What follows belongs to an exercise in optimizing a design on an open flow for small area and a short achievable clock period; a production flow would make more cautious choices.

==> cedar <==
## lms_weight_updater
module lms_weight_updater #(
    parameter int unsigned NUM_TAPS   = lms_pkg::NUM_TAPS,
    parameter int unsigned WEIGHT_W   = lms_pkg::WEIGHT_W,
    parameter int unsigned MU_SHIFT   = lms_pkg::MU_SHIFT,
    parameter int unsigned LEAK_SHIFT = lms_pkg::LEAK_SHIFT
) (
    input  logic                        clk_in,
    input  logic                        rst_n_in,
    input  lms_pkg::sample_t            sample_in,
    input  logic                        sample_ready,
    input  lms_pkg::sample_t            error_in,
    input  logic                        error_ready,
    input  logic                        freeze_in,
    output logic signed [WEIGHT_W-1:0]  weight_out,
    output logic [$clog2(NUM_TAPS)-1:0] weight_idx_out,
    output logic                        weight_valid_out,
    output logic                        busy_out,
    output logic                        done_out,
    output logic                        overrun_out
);
==> flow/config.mk <==
export PLATFORM = sky130hd
export DESIGN_NAME = lms_weight_updater
export DESIGN_NICKNAME = lms_weight_updater
export VERILOG_FILES = /design/flow/design.v
export SDC_FILE = /design/flow/constraint.sdc
export NUM_CORES = 4
export LEC_CHECK = 0
export CAP_MARGIN = 20
export CORE_MARGIN = 2
export CORE_UTILIZATION = 40
export CTS_BUF_LIST = sky130_fd_sc_hd__clkbuf_16
export CTS_CLUSTER_DIAMETER = 120
export CTS_CLUSTER_SIZE = 24
export SLEW_MARGIN = 20
==> flow/constraint.sdc <==
create_clock -name core_clock -period 14.0 [get_ports {clk_in}]
set_input_delay 2.8000 -clock core_clock [delete_from_list [all_inputs] [get_ports {clk_in}]]
set_output_delay 2.8000 -clock core_clock [all_outputs]
set_load 0.01 [all_outputs]
standard.sh (not shown) runs the stock make flow with config.mk's settings and CLKGATE_MAP_FILE= SYNTH_SCRIPT=/design/flow/synth_recipe.tcl, a recipe that flattens the netlist after the stock synthesis.
==> flow/flow/run.sh <==
#!/bin/bash
# The standard layout (standard.sh, unchanged synthesis and steps), with
# ORFS's timing repair asked to leave 9.5 ns of setup slack at the design's
# clock period, so that it keeps working on paths well inside the period.
set -euo pipefail
export SETUP_SLACK_MARGIN=9.5
# Port buffers: a plain buffer rather than the cell buffer_ports picks by itself.
export BUFFER_PORTS_ARGS="-buffer_cell sky130_fd_sc_hd__buf_4"
bash standard.sh > flow.log 2>&1
==> harbor (differences from cedar) <==
--- a/flow/design.v
+++ b/flow/design.v
@@ -57,12 +57,11 @@
     logic                       wz;          
     logic [CNT_W-1:0]           hist_n;      
     logic                       pend_valid;  
     logic                       samp_push;   
     lms_pkg::sample_t           samp_q;
-    lms_pkg::sample_t           err_q;       
-    lms_pkg::sample_t           e_cur;       
+    logic [7:0]                 e_one, e_two, e_neg;    
     logic signed [WEIGHT_W-1:0] ring [0:NUM_TAPS-1];
     logic                       start;
     logic                       last;
     logic                       buf_wr_en;
     lms_pkg::sample_t           buf_wr_data;
@@ -75,11 +74,11 @@
     lms_pkg::sample_t           x_pre;
     lms_pkg::sample_t           x_pre_next;
     lms_pkg::sample_t           rd_data;
     lms_pkg::sample_t           head;
     lms_pkg::sample_t           x_next;
-    logic [7:0]                 d_one, d_two, d_neg;   
+    logic [7:0]                 in_one, in_two, in_neg;   
     logic signed [WEIGHT_W-1:0] w_cur;
     logic signed [WEIGHT_W-1:0] new_weight;
     ref_sample_buffer #(
         .DEPTH (NUM_TAPS)
     ) u_ref_buf (
@@ -101,29 +100,28 @@
     always_comb begin
         x_idle = hist_any ? samp_q : '0;
         x_next = (!busy_out && sample_ready) ? sample_in : (upd ? x_pre : x_idle);
         x_pre_next = (!busy_out && sample_ready) ? x_idle : (pre_valid ? rd_data : '0);
     end
-    assign e_cur = busy_out ? err_q : error_in;
     always_comb begin
         for (int i = 0; i < 8; i++) begin
             logic bm, b0, b1;
-            bm = (i == 0) ? 1'b0 : e_cur[2*i-1];
-            b0 = e_cur[2*i];
-            b1 = e_cur[2*i+1];
-            d_one[i] = b0 ^ bm;
-            d_two[i] = (b1 & !b0 & !bm) | (!b1 & b0 & bm);
-            d_neg[i] = b1;
+            bm = (i == 0) ? 1'b0 : error_in[2*i-1];
+            b0 = error_in[2*i];
+            b1 = error_in[2*i+1];
+            in_one[i] = b0 ^ bm;
+            in_two[i] = (b1 & !b0 & !bm) | (!b1 & b0 & bm);
+            in_neg[i] = b1;
         end
     end
     assign w_cur = wz ? '0 : ring[0];
     logic [QW-1:0] pp_bits;
     logic [QW-1:0] pipe_q;
     lms_tap_pp u_pp (
-        .one (d_one),
-        .two (d_two),
-        .neg (d_neg),
+        .one (busy_out ? e_one : in_one),
+        .two (busy_out ? e_two : in_two),
+        .neg (busy_out ? e_neg : in_neg),
         .x   (x_next),
         .q   (pp_bits)
     );
     always_ff @(posedge clk_in) begin
         pipe_q <= pp_bits;
@@ -134,11 +132,13 @@
         .new_w (new_weight)
     );
     assign weight_out = ring[NUM_TAPS-1];
     always_ff @(posedge clk_in) begin
         if (!busy_out) begin
-            err_q <= error_in;
+            e_one <= in_one;
+            e_two <= in_two;
+            e_neg <= in_neg;
         end
         if (sample_ready) begin
             samp_q <= sample_in;
         end
         x_pre <= x_pre_next;
@@ -819,13 +819,14 @@
     wire [12:0] wh     = w[23:11];
     wire [12:0] wh_inc = wh + 13'd1;
     wire [12:0] wh_dec = wh - 13'd1;
     wire        wh_max = (wh == 13'h0fff);
     wire        wh_min = (wh == 13'h1000);
+    wire        c_inc  = !t[32] && t[31];
+    wire        c_dec  = t[32];
+    wire        sat_hi = c_inc && wh_max;
+    wire        sat_lo = c_dec && wh_min;
     wire [12:0] hi_inc = wh_max ? wh : wh_inc;
     wire [12:0] hi_dec = wh_min ? wh : wh_dec;
-    wire [23:0] nw;
-    assign nw[23:11] = (t[32] == 1'b0 && t[31] == 1'b1) ? hi_inc : (t[32] ? hi_dec : wh);
-    assign nw[10:0]  = (t[32] == 1'b0 && t[31] == 1'b1 && wh_max) ? 11'h7ff :
-                          ((t[32] && wh_min) ? 11'h000 : t[30:20]);
-    assign new_w = nw;
+    assign new_w[23:11] = c_inc ? hi_inc : (c_dec ? hi_dec : wh);
+    assign new_w[10:0]  = sat_hi ? 11'h7ff : (sat_lo ? 11'h000 : t[30:20]);
 endmodule
==> flow/flow/run.sh (replaced) <==
#!/bin/bash
# The standard layout, with timing repair aimed well below the clock period.
set -euo pipefail
export SETUP_SLACK_MARGIN=9.5
export BUFFER_PORTS_ARGS="-buffer_cell sky130_fd_sc_hd__buf_4"
bash standard.sh > flow.log 2>&1
--- a/flow/config.mk
+++ b/flow/config.mk
@@ -5,10 +5,10 @@
 export SDC_FILE = /design/flow/constraint.sdc
 export NUM_CORES = 4
 export LEC_CHECK = 0
 export CAP_MARGIN = 20
 export CORE_MARGIN = 2
-export CORE_UTILIZATION = 40
+export CORE_UTILIZATION = 55
 export CTS_BUF_LIST = sky130_fd_sc_hd__clkbuf_16
 export CTS_CLUSTER_DIAMETER = 120
 export CTS_CLUSTER_SIZE = 24
 export SLEW_MARGIN = 20
==> summary of the runs <==
Of cedar and harbor, cedar has the higher clock skew (gap 0.020 ns). Sequential share of layout area: harbor is higher than cedar (1.7 points). Of harbor and cedar, harbor has the higher worst setup slack (gap 0.16 ns). Against cedar, the first-iteration DRC count of harbor is smaller by 13%. Die area: cedar is higher than harbor (about 36%). Against cedar, the via count of harbor is smaller by 0.58%. Clock-buffer cell count is the same in cedar and harbor.
==> figures <==
item                                                                 harbor          cedar
Outcome                                            timing/DRC/antenna clean  timing/DRC/antenna clean
Worst-case clock skew                                            0.02507 ns     0.04519 ns
Wire length on met1                                                54.42 mm       54.51 mm
Maximum number of pins on one net before global-route repair            209            215
Fill cell instance count of the final layout                          7,211         11,290
Instance area at placement                                    0.05672 sq mm  0.05716 sq mm
Cells after DPL                                                       4,462          4,930
Endpoint of the worst register-to-register path                    x_pre[1]       x_pre[9]
Detail-routed net length per standard cell                         26.64 um       23.63 um
Count of state elements after synthesis                               1,441          1,433
Cell row count                                                          115            134
Die Outline Area                                               0.1014 sq mm   0.1383 sq mm
Post-CTS setup-driven buffer insertion count                             60            110
Number of distinct library cells after synthesis                         97             87
GR met2 Demand/Resource                                              36.45%         25.88%
Area inside the core boundary                                 0.09813 sq mm   0.1340 sq mm
Number of logic inverters in the finished layout                        134            131
Sink Count                                                            1,441          1,433
Function was not checked in any run of this note: the RTL went through the layout flow alone.

[static timing again, ports no longer ideal]
Ports are ideal in the flow. The routed layouts listed here were re-timed in OpenROAD. Step 1 assumes that a clkbuf_16 drives the clock port and a buf_2 every other input. Step 2 also shifts input and output timing later by t, the mid clock arrival at the registers, as if the neighbouring blocks saw the same clock. Three values: no drivers, after step 1, after step 2; two values: the first two.
run	t, ns	slack for setup (ns)	latest minus earliest clock arrival (ns)	slew at the worst register clock pin (ns)	worst slew at a driven data input, ns
cedar	0.760	9.330 / 9.370 / 8.610	0.051 / 0.051	0.10 / 0.10	0.09
harbor	0.722	9.489 / 9.407 / 8.685	0.035 / 0.035	0.10 / 0.10	0.16
After both steps every run listed still meets setup and hold. The setup slack of harbor, which loses most, moves by -0.082 ns with the drivers and by -0.804 ns with both steps.
